From an optimization exercise on the open Yosys and OpenROAD flow, aimed at small area, a short achievable clock period and few clock cycles per item; shortcuts taken in it are not production practice. Only simulation tests tie the RTL to the original design; equivalence was not proved.

oak:
## player_motion
module player_motion #(
  parameter int QM         = 6,
  parameter int QN         = 10,
  parameter int MAP_BITS   = 4,
  parameter int START_X    = 1536,
  parameter int START_Y    = 11776,
  parameter int START_FX   = 0,
  parameter int START_FY   = -1024,
  parameter int START_VX   = 512,
  parameter int START_VY   = 0
) (
  input  logic                       clk,
  input  logic                       reset,
  input  logic                       tick,
  input  logic                       moveF,
  input  logic                       moveB,
  input  logic                       strafeL,
  input  logic                       strafeR,
  input  logic                       rotL,
  input  logic                       rotR,
  output logic                       map_req,
  output logic [MAP_BITS-1:0]        map_col,
  output logic [MAP_BITS-1:0]        map_row,
  input  logic                       map_ack,
  input  logic [1:0]                 map_val,
  output logic signed [QM+QN-1:0]    playerX,
  output logic signed [QM+QN-1:0]    playerY,
  output logic signed [QM+QN-1:0]    facingX,
  output logic signed [QM+QN-1:0]    facingY,
  output logic signed [QM+QN-1:0]    vplaneX,
  output logic signed [QM+QN-1:0]    vplaneY,
  output logic                       busy,
  output logic                       done,
  output logic                       missed
);
Size in the first run: ~2600 cells after synthesis, roughly 130 flip-flops, about 21000 um2 of cells after synthesis.
make LEC_CHECK=0 ABC_AREA=1 CAP_MARGIN=20 CORE_MARGIN=2 CORE_UTILIZATION=60 CTS_BUF_LIST=sky130_fd_sc_hd__clkbuf_8 SETUP_SLACK_MARGIN=4.0 SLEW_MARGIN=20 finish   # period 11.5 ns
run.sh (not shown) runs the stock make flow with config.mk's settings and CLKGATE_MAP_FILE= SYNTH_SCRIPT=/design/flow/synth_recipe.tcl, a recipe that flattens the netlist after the stock synthesis.
Per the final summary, oak finished and its layout is clean on timing, DRC and antenna.
Testbench counts of oak, summed over its fixed seeds: cycles 3,473, ticks 3,200.
## Diff of input files: pine against oak
Settings: a change of SETUP_SLACK_MARGIN from 4.0 to 3.0; a deleted CTS_BUF_LIST that had been sky130_fd_sc_hd__clkbuf_8.
Notes after the runs:
- pine went all the way through synthesis, placement and routing and the layout is clean on timing, DRC and antenna.
- pine does better than oak on worst clock skew on the final layout.
- Critical path data required time is higher on oak
- Fraction of area in non-clock buffers is higher on oak
The inputs of birch differ from those of pine as listed below.
Settings: swapping 3.0 for 4.0 in SETUP_SLACK_MARGIN; swapping 60 for 40 in CORE_UTILIZATION.
==> comparison <==
Shortest clock period the worst path allows after layout: birch vs pine down 0.82 ns. Peak clock frequency supported by timing of birch exceeds that of pine by more than 10%. Route | birch vs pine | wire longer in birch. Utilization pine -> birch: down. For the number of cells in the finished layout apart from fillers, birch came in 336 higher than pine did. [compare] base=pine new=birch: number of antenna violations at the first check in global routing has increased, final area has increased. In birch, wire length on met1 is higher than in pine. As far as residual DRC count goes, birch and pine are indistinguishable; the numbers are identical. pine leaves less setup margin than birch. Measured against each other, birch and pine differ in first-pass GRT wire length, the lower figure coming from pine.
Edits applied to the flow inputs when going from birch to maple:
Settings: CORE_UTILIZATION now 60, was 40; SETUP_SLACK_MARGIN now 3.5, was 4.0.
[summary]
birch has higher area of the die than maple.
On layout multi-input combinational cell count, maple and birch are basically level.
Between maple and birch, count of standard-cell rows is lower for maple, birch comes in above that.


== red ==
player_motion, a different RTL version from the one above (not shown whole).
Size in the first run: ~2700 cells after synthesis, about 140 flip-flops, about 120 I/O pins.
Settings: LEC_CHECK=0, ABC_AREA=1, CAP_MARGIN=20, CORE_MARGIN=2, CORE_UTILIZATION=65, CTS_BUF_LIST=sky130_fd_sc_hd__clkbuf_8, PLACE_DENSITY=0.75, SLEW_MARGIN=20; clock period 11.5 ns.
Testbench counts of red, summed over its fixed seeds: cycles 3,403, ticks 3,200.
Changes in blue relative to red:
- removing PLACE_DENSITY (formerly 0.75)
- removing CTS_BUF_LIST (formerly sky130_fd_sc_hd__clkbuf_8)
- setting SETUP_SLACK_MARGIN to 4.0 for the first time
- changing CORE_UTILIZATION from 65 to 40
[summary]
- On routed via count divided by cell count: blue sits below red.
- blue vs. red: proportion of cell area occupied by multi-input gates shrank by 2.8 points, non-clock buffer count up about 80%, wire length has increased.
Changes in green relative to blue:
- CORE_UTILIZATION: 40 -> 60
## What came out
Per the final summary, green finished and its layout is clean on timing, DRC and antenna.
In the metrics for green and blue, the one carrying the higher clock-buffer cell count is blue.
blue reports its cell with the biggest individual delay on the critical path as fa_2 while green reports fa_1.
green against blue: residual DRC count about even; pin slew with the least headroom to its limit has increased.
| final design area excluding fillers | blue vs green | ≈ equal |
> inputs changed (green -> orange)
- SETUP_SLACK_MARGIN no longer set, was 4.0
- CORE_UTILIZATION now 40, was 60
==> run notes <==
orange improves on green in cell area. Summary of orange over green: detailed-route vias per instance has decreased, final wirelength fell by about 9%, vertical extent of the die increased by about 22% relative to the old numbers, final critical delay including setup and external delays went up, clock buffer instance count of the final layout went up. orange vs green: maximum achievable frequency down by more than 10%.

[separate check: timing with driven ports]
No port has a modelled driver above. Below, the same layouts with a new extraction and two added sets of constraints. Step 1: set_driving_cell puts a clkbuf_16 on clk and a buf_2 on each other input, an assumption about the parent block. Step 2 adds t to the input delays and takes it off the output delays; t is the mean of the earliest and latest rising clock arrival at the registers after step 1. Input paths then give back, and output paths get back, about the clock's delay inside the block. a / b / c = ideal / step 1 / step 2; a / b = the first two.
run	t (ns)	setup slack, ns	hold WS [ns]	slew at the worst register clock pin (ns)	worst slew at a driven data input, ns
oak	0.538	4.137 / 4.137 / 3.667	0.500 / 0.500 / 0.500	0.10 / 0.10	0.04
pine	0.498	3.333 / 3.333 / 3.000	0.511 / 0.511 / 0.511	0.07 / 0.07	0.05
birch	0.530	4.151 / 4.151 / 3.755	0.530 / 0.530 / 0.530	0.07 / 0.07	0.06
maple	0.504	3.672 / 3.672 / 3.286	0.511 / 0.511 / 0.511	0.07 / 0.07	0.05
red	0.555	2.378 / 2.378 / 2.378	0.492 / 0.492 / 0.492	0.10 / 0.10	0.03
blue	0.535	4.003 / 4.003 / 3.608	0.480 / 0.480 / 0.480	0.07 / 0.07	0.04
green	0.522	3.856 / 3.856 / 3.681	0.500 / 0.500 / 0.500	0.07 / 0.07	0.04
orange	0.538	2.461 / 2.461 / 2.461	0.484 / 0.484 / 0.484	0.07 / 0.07	0.04
After both steps every run listed still meets setup and hold. The setup slack of oak, which loses most, moves by 0.000 ns with the drivers and by -0.470 ns with both steps.
